Context: an optimization exercise on an open-source flow, tuned for small area and a short achievable clock period. The choices shown serve that exercise and are no tape-out recipe. Function not checked in this run: the RTL went through the layout flow alone.

==> design/flow/design.v <==
`timescale 1ns / 1ps
`default_nettype none
package mwm_pkg;
  localparam int CMD_W   = 9;    
  localparam int OUT_W   = 9;    
  localparam int MP_W    = 8;    
  localparam int PWR_W   = 11;   
  localparam int MAG_W   = 10;   
  localparam int QW      = 8;    
  localparam int DW      = 2 * MAG_W - 2;   
  localparam int LANES   = 4;    
  localparam int OUT_LIMIT = 255;
  localparam logic [MP_W-1:0] MP_RESET = 8'd25;
  localparam int APB_AW    = 3;
  localparam int APB_DW    = 32;
  localparam int REG_IDX_W = 1;
  localparam logic [REG_IDX_W-1:0] REG_MIN_POWER = 1'b0;
  localparam int LANE_FL = 0;
  localparam int LANE_FR = 1;
  localparam int LANE_BL = 2;
  localparam int LANE_BR = 3;
endpackage
`default_nettype wire
`timescale 1ns / 1ps
`default_nettype none
import mwm_pkg::*;
module mwm_apb (
  input  logic              clk_i,
  input  logic              rst_ni,
  input  logic              psel,
  input  logic              penable,
  input  logic              pwrite,
  input  logic [APB_AW-1:0] paddr,
  input  logic [APB_DW-1:0] pwdata,
  output logic [APB_DW-1:0] prdata,
  output logic              pready,
  output logic [MP_W-1:0]   min_power_o
);
  logic [MP_W-1:0]      min_power_q, min_power_d;
  logic [REG_IDX_W-1:0] reg_idx;
  logic                 wr_en;
  assign pready  = 1'b1;
  assign reg_idx = paddr[APB_AW-1:2];
  assign wr_en   = psel && penable && pwrite && pready;
  always_comb begin
    min_power_d = min_power_q;
    if (wr_en && (reg_idx == REG_MIN_POWER)) begin
      min_power_d = pwdata[MP_W-1:0];
    end
  end
  always_ff @(posedge clk_i or negedge rst_ni) begin
    if (!rst_ni) begin
      min_power_q <= MP_RESET;
    end else begin
      min_power_q <= min_power_d;
    end
  end
  always_comb begin
    case (reg_idx)
      REG_MIN_POWER: prdata = APB_DW'(min_power_q);
      default:       prdata = '0;
    endcase
  end
  assign min_power_o = min_power_q;
endmodule
`default_nettype wire
`timescale 1ns / 1ps
`default_nettype none
import mwm_pkg::*;
module mwm_mix (
  input  logic                        clk_i,
  input  logic signed [CMD_W-1:0]     strafe_i,
  input  logic signed [CMD_W-1:0]     forward_i,
  input  logic signed [CMD_W-1:0]     rotate_i,
  output logic [LANES-1:0][MAG_W-1:0] mag_o,
  output logic [LANES-1:0]            neg_o,
  output logic [MAG_W-1:0]            dvs_o
);
  logic [CMD_W-1:0]        ax, az;
  logic signed [CMD_W-1:0] y_q;
  logic signed [MAG_W-1:0] s_q, d_q;
  logic [MAG_W-1:0]        e_q;
  always_comb begin
    ax = strafe_i[CMD_W-1] ? CMD_W'(-strafe_i) : CMD_W'(strafe_i);
    az = rotate_i[CMD_W-1] ? CMD_W'(-rotate_i) : CMD_W'(rotate_i);
  end
  always_ff @(posedge clk_i) begin
    y_q <= forward_i;
    s_q <= MAG_W'(strafe_i) + MAG_W'(rotate_i);
    d_q <= MAG_W'(strafe_i) - MAG_W'(rotate_i);
    e_q <= MAG_W'(ax) + MAG_W'(az);
  end
  logic signed [PWR_W-1:0]     y, s, d;
  logic [LANES-1:0][PWR_W-1:0] p;
  logic [CMD_W-1:0]            ay;
  logic [MAG_W-1:0]            top;
  always_comb begin
    y = PWR_W'(y_q);
    s = PWR_W'(s_q);
    d = PWR_W'(d_q);
    p[LANE_FL] = y + s;
    p[LANE_FR] = y - s;
    p[LANE_BL] = y - d;
    p[LANE_BR] = y + d;
    ay  = y_q[CMD_W-1] ? CMD_W'(-y_q) : CMD_W'(y_q);
    top = MAG_W'(ay) + e_q;
    dvs_o = (top > MAG_W'(OUT_LIMIT)) ? top : MAG_W'(OUT_LIMIT);
  end
  for (genvar l = 0; l < LANES; l++) begin : g_lane
    assign neg_o[l] = p[l][PWR_W-1];
    assign mag_o[l] = neg_o[l] ? MAG_W'(-p[l]) : MAG_W'(p[l]);
  end
endmodule
`default_nettype wire
`timescale 1ns / 1ps
`default_nettype none
import mwm_pkg::*;
module mwm_div (
  input  logic [LANES-1:0][DW-1:0] w_i,
  input  logic [MAG_W-1:0]         dvs_i,
  output logic [LANES-1:0][DW-1:0] w_o
);
  logic [LANES-1:0][MAG_W:0]   r2;
  logic [LANES-1:0][MAG_W+1:0] diff;
  logic [LANES-1:0]          ge;
  for (genvar l = 0; l < LANES; l++) begin : g_lane
    assign r2[l]     = w_i[l][DW-1:DW-MAG_W-1];
    assign diff[l]   = {1'b0, r2[l]} - {2'b0, dvs_i};
    assign ge[l]     = !diff[l][MAG_W+1];
    assign w_o[l] = {ge[l] ? diff[l][MAG_W-1:0] : r2[l][MAG_W-1:0], w_i[l][DW-MAG_W-2:0], ge[l]};
  end
endmodule
`default_nettype wire
`timescale 1ns / 1ps
`default_nettype none
import mwm_pkg::*;
module mwm_dband (
  input  logic [QW-1:0]   a_i,
  input  logic            neg_i,
  input  logic [MP_W-1:0] mp_i,
  output logic [QW-1:0]   hi_o,
  output logic            c_o
);
  logic [MP_W-1:0] span;
  logic [15:0]     n;
  logic [8:0]      u;
  always_comb begin
    span = ~mp_i;
    n    = 16'(a_i) * 16'(span);
    u    = 9'(n[15:8]) + 9'(n[7:0]) + 9'(!neg_i);
    hi_o = n[15:8];
    c_o  = u[8];
  end
endmodule
`default_nettype wire
`timescale 1ns / 1ps
`default_nettype none
import mwm_pkg::*;
module mecanum_wheel_mixer_top (
  input  logic                    clk_i,
  input  logic                    rst_ni,
  input  logic                    start,
  output logic                    busy,
  input  logic signed [CMD_W-1:0] strafe_cmd_i,
  input  logic signed [CMD_W-1:0] forward_cmd_i,
  input  logic signed [CMD_W-1:0] rotate_cmd_i,
  output logic                    done_o,
  output logic signed [OUT_W-1:0] front_left_power_o,
  output logic signed [OUT_W-1:0] front_right_power_o,
  output logic signed [OUT_W-1:0] back_left_power_o,
  output logic signed [OUT_W-1:0] back_right_power_o,
  input  logic                    psel,
  input  logic                    penable,
  input  logic                    pwrite,
  input  logic [APB_AW-1:0]       paddr,
  input  logic [APB_DW-1:0]       pwdata,
  output logic [APB_DW-1:0]       prdata,
  output logic                    pready
);
  localparam logic [QW-1:0] CUT = 8'b1010_1010;
  localparam int NDIVR = $countones(CUT);
  localparam int NV    = 4 + NDIVR;    
  logic            busy_q;
  logic [MP_W-1:0] min_power;
  logic [NV-1:0]   v_q;
  always_ff @(posedge clk_i or negedge rst_ni) begin
    if (!rst_ni) begin
      busy_q <= 1'b1;
      v_q    <= '0;
    end else begin
      busy_q <= 1'b0;
      v_q    <= {v_q[NV-2:0], start && !busy_q};
    end
  end
  assign busy   = busy_q;
  assign done_o = v_q[NV-1];
  mwm_apb u_apb (
    .clk_i       (clk_i),
    .rst_ni      (rst_ni),
    .psel        (psel),
    .penable     (penable),
    .pwrite      (pwrite),
    .paddr       (paddr),
    .pwdata      (pwdata),
    .prdata      (prdata),
    .pready      (pready),
    .min_power_o (min_power)
  );
  logic [LANES-1:0][MAG_W-1:0] mag;
  logic [LANES-1:0]            neg;
  logic [MAG_W-1:0]            dvs;
  mwm_mix u_mix (
    .clk_i     (clk_i),
    .strafe_i  (strafe_cmd_i),
    .forward_i (forward_cmd_i),
    .rotate_i  (rotate_cmd_i),
    .mag_o     (mag),
    .neg_o     (neg),
    .dvs_o     (dvs)
  );
  logic [LANES-1:0][MAG_W-1:0] mag_q;
  logic [LANES-1:0]            neg_q;
  logic [MAG_W-1:0]            dvs_q;
  always_ff @(posedge clk_i) begin
    mag_q <= mag;
    neg_q <= neg;
    dvs_q <= dvs;
  end
  logic [QW:0][LANES-1:0][DW-1:0] w;
  logic [QW:0][LANES-1:0]         sg;
  logic [QW:0][MAG_W-1:0]         dv;
  logic [QW-1:0][LANES-1:0][DW-1:0] w_d;
  always_comb begin
    for (int l = 0; l < LANES; l++) begin
      w[0][l] = (DW'(mag_q[l]) << 8) - DW'(mag_q[l]);
    end
    sg[0] = neg_q;
    dv[0] = dvs_q;
  end
  for (genvar i = 0; i < QW; i++) begin : g_step
    localparam int B = QW - 1 - i;
    mwm_div u_div (
      .w_i   (w[i]),
      .dvs_i (dv[i]),
      .w_o   (w_d[i])
    );
    if (CUT[B]) begin : g_reg
      always_ff @(posedge clk_i) begin
        w[i+1]  <= w_d[i];
        sg[i+1] <= sg[i];
        dv[i+1] <= dv[i];
      end
    end else begin : g_wire
      assign w[i+1]  = w_d[i];
      assign sg[i+1] = sg[i];
      assign dv[i+1] = dv[i];
    end
  end
  logic [LANES-1:0][QW-1:0] q_q;
  logic [LANES-1:0]         qneg_q;
  always_ff @(posedge clk_i) begin
    for (int l = 0; l < LANES; l++) begin
      q_q[l] <= w[QW][l][QW-1:0];
    end
    qneg_q <= sg[QW];
  end
  logic [LANES-1:0][QW-1:0] hi_d, hi_q;
  logic [LANES-1:0]         c_d, c_q, tneg_q, tnz_q;
  for (genvar l = 0; l < LANES; l++) begin : g_db
    mwm_dband u_db (
      .a_i   (q_q[l]),
      .neg_i (qneg_q[l]),
      .mp_i  (min_power),
      .hi_o  (hi_d[l]),
      .c_o   (c_d[l])
    );
  end
  always_ff @(posedge clk_i) begin
    hi_q   <= hi_d;
    c_q    <= c_d;
    tneg_q <= qneg_q;
    for (int l = 0; l < LANES; l++) begin
      tnz_q[l] <= (q_q[l] != '0);
    end
  end
  logic [MP_W-1:0]             mm_pos, mm_neg;
  logic [LANES-1:0][QW-1:0]    t;
  logic [LANES-1:0][OUT_W-1:0] pwr;
  assign mm_pos = min_power;
  assign mm_neg = (min_power == 8'hff) ? 8'hfe : min_power;
  always_comb begin
    for (int l = 0; l < LANES; l++) begin
      t[l] = (tneg_q[l] ? mm_neg : mm_pos) + hi_q[l] + QW'(c_q[l]);
      if (!tnz_q[l]) begin
        pwr[l] = '0;
      end else if (tneg_q[l]) begin
        pwr[l] = {1'b1, ~t[l]};
      end else begin
        pwr[l] = {1'b0, t[l]};
      end
    end
  end
  assign front_left_power_o  = pwr[LANE_FL];
  assign front_right_power_o = pwr[LANE_FR];
  assign back_left_power_o   = pwr[LANE_BL];
  assign back_right_power_o  = pwr[LANE_BR];
endmodule
`default_nettype wire
==> design/flow/run.sh <==
#!/bin/bash
# synth_recipe.tcl (not shown) runs the flow's synth.tcl, then flattens the netlist and writes it again
# the make line also repeats each setting of config.mk as NAME=value (left out here)
make -C /OpenROAD-flow-scripts/flow DESIGN_CONFIG=/design/flow/config.mk WORK_HOME=/design/flow/orfs CLKGATE_MAP_FILE= SYNTH_SCRIPT=/design/flow/synth_recipe.tcl finish
==> design/flow/config.mk <==
export PLATFORM = sky130hd
export DESIGN_NAME = mecanum_wheel_mixer_top
export DESIGN_NICKNAME = mecanum_wheel_mixer_top
export VERILOG_FILES = /design/flow/design.v
export SDC_FILE = /design/flow/constraint.sdc
export NUM_CORES = 4
export LEC_CHECK = 0
export CAP_MARGIN = 20
export CORE_MARGIN = 2
export CORE_UTILIZATION = 40
export SLEW_MARGIN = 20
==> design/flow/constraint.sdc <==
create_clock -name core_clock -period 8.5 [get_ports {clk_i}]
set_input_delay 1.7000 -clock core_clock [delete_from_list [all_inputs] [get_ports {clk_i}]]
set_output_delay 1.7000 -clock core_clock [all_outputs]
set_load 0.01 [all_outputs]
==> flow_summary.json <==
{
  "multi_input_gate_area_um2": 28910,
  "layout.area.seq_um2": 10440,
  "syn_area_um2": 41740,
  "yosys_most_used_dff": "sky130_fd_sc_hd__dfxtp_1",
  "cts_post_setup_buffers_inserted": 0,
  "clockRootBuffer": "sky130_fd_sc_hd__clkbuf_16",
  "max_cap_viol_count": 0,
  "first_global_vias": 29610,
  "final.fill_count": 9997,
  "grt_pass1_wl_um": 151800,
  "postRouteAntennaNets": 0,
  "most_used_cells_in_the_layout_excluding_fill_and_tap_cells": "607 x sky130_fd_sc_hd__ha_1, 500 x sky130_fd_sc_hd__dfxtp_1, 493 x sky130_fd_sc_hd__inv_1",
  "io_pins": 139,
  "floorplan.rows": 118,
  "criticalPathCategory": "register to output pin",
  "max-slew-margin-rel_pct": 29.30,
  "worstSetupEndpointType": "output pin",
  "report.final.slew_viol_count": 0,
  "cts_sinks": 517,
  "crit_end": "back_right_power_o[6]",
  "core_area_um2": 103500,
  "path_max_fanout": 39,
  "final_critical_path_time_including_i_o_delays_and_setup_ns": 6.413,
  "synthesis.area_per_instance_um2": 9.217,
  "synth-seq-cells": 517,
  "dr_total_vias": 29740,
  "largest_net_degree_at_the_start_of_global_routing": 43,
  "yosys_warnings": 16,
  "grt.total_usage_pct": 17.32,
  "ctsLongestPathBuffers": 3,
  "reg2regPathDepth": 19,
  "first_pass_iteration_count_of_the_detailed_router": 5,
  "crit_arrival_ns": 4.71,
  "place.gp.congestion": 0.8650,
  "number_of_gates_resized_after_cts": 0,
  "die_area_um2": 107000,
  "final_core_util_pct": 44.37,
  "synth_cell_types": 86,
  "finish.net_count": 5449,
  "wirelength_um": 91860,
  "hold_viol": 0,
  "routed_wire_length_per_instance_um": 15.28,
  "timing.critical_path.from": "u_apb.min_power_q[3]",
  "drive_gt1_share_pct": 7.707,
  "clk_pin_slew_ns": 0.07,
  "yosysSeqAreaShare_pct": 25.01,
  "layoutNonFillerInstCount": 6012,
  "startpoint_types": "register",
  "synthesis.instances": 4529,
  "hold_path.class": "register to register",
  "cts_inserted_buffers": 56,
  "detail_route.iter0.violations": 1137,
  "clk-insertion-delay-late_ns": 0.64,
  "cts-htree-levels": 2,
  "dpl.cell_count": 5908,
  "antenna_diode_count": 0,
  "grt_antenna_before_repair": 2,
  "dp_hpwl_um": 73560,
  "grt.overflow.total": 0,
  "status": "finished clean",
  "worst_r2r_startpoint": "dv[11]",
  "cts_tree": "yes",
  "dieWidth_um": 327.0,
  "die-height_um": 327.0,
  "synth_async_sr_flop_share_pct": 3.288,
  "skew_ns": 0.03085,
  "holdBufCountCts": 0,
  "numPortBuffers": 87,
  "area_growth_syn_to_layout_pct": 10.02,
  "drcViolationCount": 0,
  "timing.final.setup_violations": 0,
  "required_ns": 6.80,
  "floorplan.initialDensity_pct": 40.33,
  "reg2reg_to": "g_step[3].u_div.w_i[67]",
  "reg2reg_setup_slack_ns": 2.50,
  "drt_via_density": 4.947,
  "max_slew.worst_pin.slew_ns": 1.056,
  "synth_edf_count": 0,
  "period_share_pct": 75.45,
  "mostFrequentLayoutCell": "sky130_fd_sc_hd__ha_1",
  "maxClockFrequency_ghz": 0.1559,
  "rsz0062_at_grt": "no",
  "tns_ns": 0
}
-- metrics by stage --
step	hold slack, ns	worst slack, ns	instance area, um2
2_1_floorplan	0.3096	3.101	41830
3_3_place_gp	0.3098	2.549	43960
3_5_place_dp	0.3121	2.459	43960
4_1_cts	0.3236	1.962	45920
5_1_grt	0.3300	1.738	45920
6_report	0.3223	2.087	45920
-- how the worst min path moves through the flow --
stage | startpoint | slack [ns] | end | cells after the start
6_report | g_step[7].u_div.w_i[22] | 0.32 | q_q[13] | 0
3_3_place_gp | g_step[5].u_div.w_i[36] | 0.31 | g_step[7].u_div.w_i[38] | 0
5_1_grt | g_step[7].u_div.w_i[37] | 0.33 | q_q[18] | 0
4_1_cts | g_step[7].u_div.w_i[22] | 0.32 | q_q[13] | 0
2_1_floorplan | g_step[1].u_div.w_i[18] | 0.31 | g_step[3].u_div.w_i[20] | 0
3_5_place_dp | g_step[1].u_div.w_i[54] | 0.31 | g_step[3].u_div.w_i[56] | 0
-- cells in the mapped netlist (30+ instances only) --
| master | count | area, um2 |
|---|---|---|
| sky130_fd_sc_hd__mux2i_1 | 48 | 480.5 |
| sky130_fd_sc_hd__a21oi_1 | 199 | 996.0 |
| sky130_fd_sc_hd__nor2_1 | 255 | 957.2 |
| sky130_fd_sc_hd__and2_1 | 30 | 187.7 |
| sky130_fd_sc_hd__nand2b_1 | 89 | 556.8 |
| sky130_fd_sc_hd__nand2_1 | 199 | 747.0 |
| sky130_fd_sc_hd__o21a_1 | 85 | 638.1 |
| sky130_fd_sc_hd__dfxtp_1 | 500 | 10010 |
| sky130_fd_sc_hd__nor2b_1 | 337 | 2108 |
| sky130_fd_sc_hd__o21ai_0 | 185 | 925.9 |
| sky130_fd_sc_hd__nor3_1 | 67 | 335.3 |
| sky130_fd_sc_hd__xnor2_1 | 321 | 2811 |
| sky130_fd_sc_hd__ha_1 | 607 | 7595 |
| sky130_fd_sc_hd__clkbuf_1 | 79 | 296.5 |
| sky130_fd_sc_hd__xor2_1 | 128 | 1121 |
| sky130_fd_sc_hd__a21o_1 | 75 | 563.0 |
| sky130_fd_sc_hd__inv_1 | 493 | 1851 |
| sky130_fd_sc_hd__fa_1 | 188 | 3764 |
| sky130_fd_sc_hd__mux2_2 | 194 | 2185 |
| sky130_fd_sc_hd__nand3_1 | 38 | 190.2 |
| sky130_fd_sc_hd__a21boi_0 | 30 | 225.2 |
-- sequential cells by signal (all words and copies together) (netlist names), 10 cells and up --
name and flops:
dv 40, dvs_q 10, sg 16, g_step.u_div.w_i 276, mag_q 37, hi_q 32, q_q 32, u_mix.s_q 10
-- metal layers --
layer / global-route usage (%) / vias up / share of wire [%]
li1: - / 15310 / -
met1: 22.52 / 13880 / 47
met2: 29.88 / 408 / 47
met3: 1.774 / 139 / 3.0
met4: 5.923 / 0 / 3.3
met5: 0 / - / 0
-- cells by family after synthesis --
group	synth area share, %
AOI/OAI and AO/OA	12.02
xor gates and xnor gates	9.421
adders and majority gates	27.21
buffers and inverters	5.953
DFF	25.01
muxes	6.385
other	0.01799
and+or+nand+nor	13.98
-- cell type report --
type                            count  share of cell area (%)
Inverter                          493                   4.030
Multi-Input combinational cell   3409                   62.95
Tap cell                         1380                   3.760
Sequential cell                   517                   22.74
Clock inverter                     37                  0.8855
Clock buffer                       67                   3.387
Timing Repair Buffer              109                   2.256
-- critical path, cell delays in order (launching register included) --
cell                              delay [ns]
sky130_fd_sc_hd__dfstp_2                1.18
sky130_fd_sc_hd__nand4_1                0.14
sky130_fd_sc_hd__or2_2                  0.44
sky130_fd_sc_hd__o21ai_0                0.24
sky130_fd_sc_hd__fa_1                   0.23
sky130_fd_sc_hd__inv_1                  0.05
sky130_fd_sc_hd__fa_1                   0.39
sky130_fd_sc_hd__nand2_1                0.07
sky130_fd_sc_hd__nand2_1                0.05
sky130_fd_sc_hd__a21o_1                 0.20
sky130_fd_sc_hd__nand2_1                0.07
sky130_fd_sc_hd__nand2_1                0.05
sky130_fd_sc_hd__a21oi_1                0.18
sky130_fd_sc_hd__xnor2_1                0.13
sky130_fd_sc_hd__and2_1                 0.14
sky130_fd_sc_hd__clkdlybuf4s50_1        0.53

## static timing again, ports no longer ideal
The results above use ideal ports. As a check the final layout listed here was re-extracted and re-timed, cells and wires unchanged. Step 1, drivers: a clkbuf_16 drives clk_i and a buf_2 each remaining input, both assumed. Step 2, shift: input delay + t, output delay - t, t = (earliest + latest rising clock arrival at the registers) / 2. This alone moves slack from input paths to output paths. a / b / c = no drivers / after step 1 / after step 2; a / b = the first two.
shift t [ns]: 0.693
setup WS [ns]: 2.087 / 2.019 / 2.502
worst register clock-pin slew, ns: 0.07 / 0.07
worst slew at a driven data input, ns: 0.05
After both steps this run still meets setup and hold. The setup slack of this run moves by -0.068 ns with the drivers and by +0.415 ns with both steps.
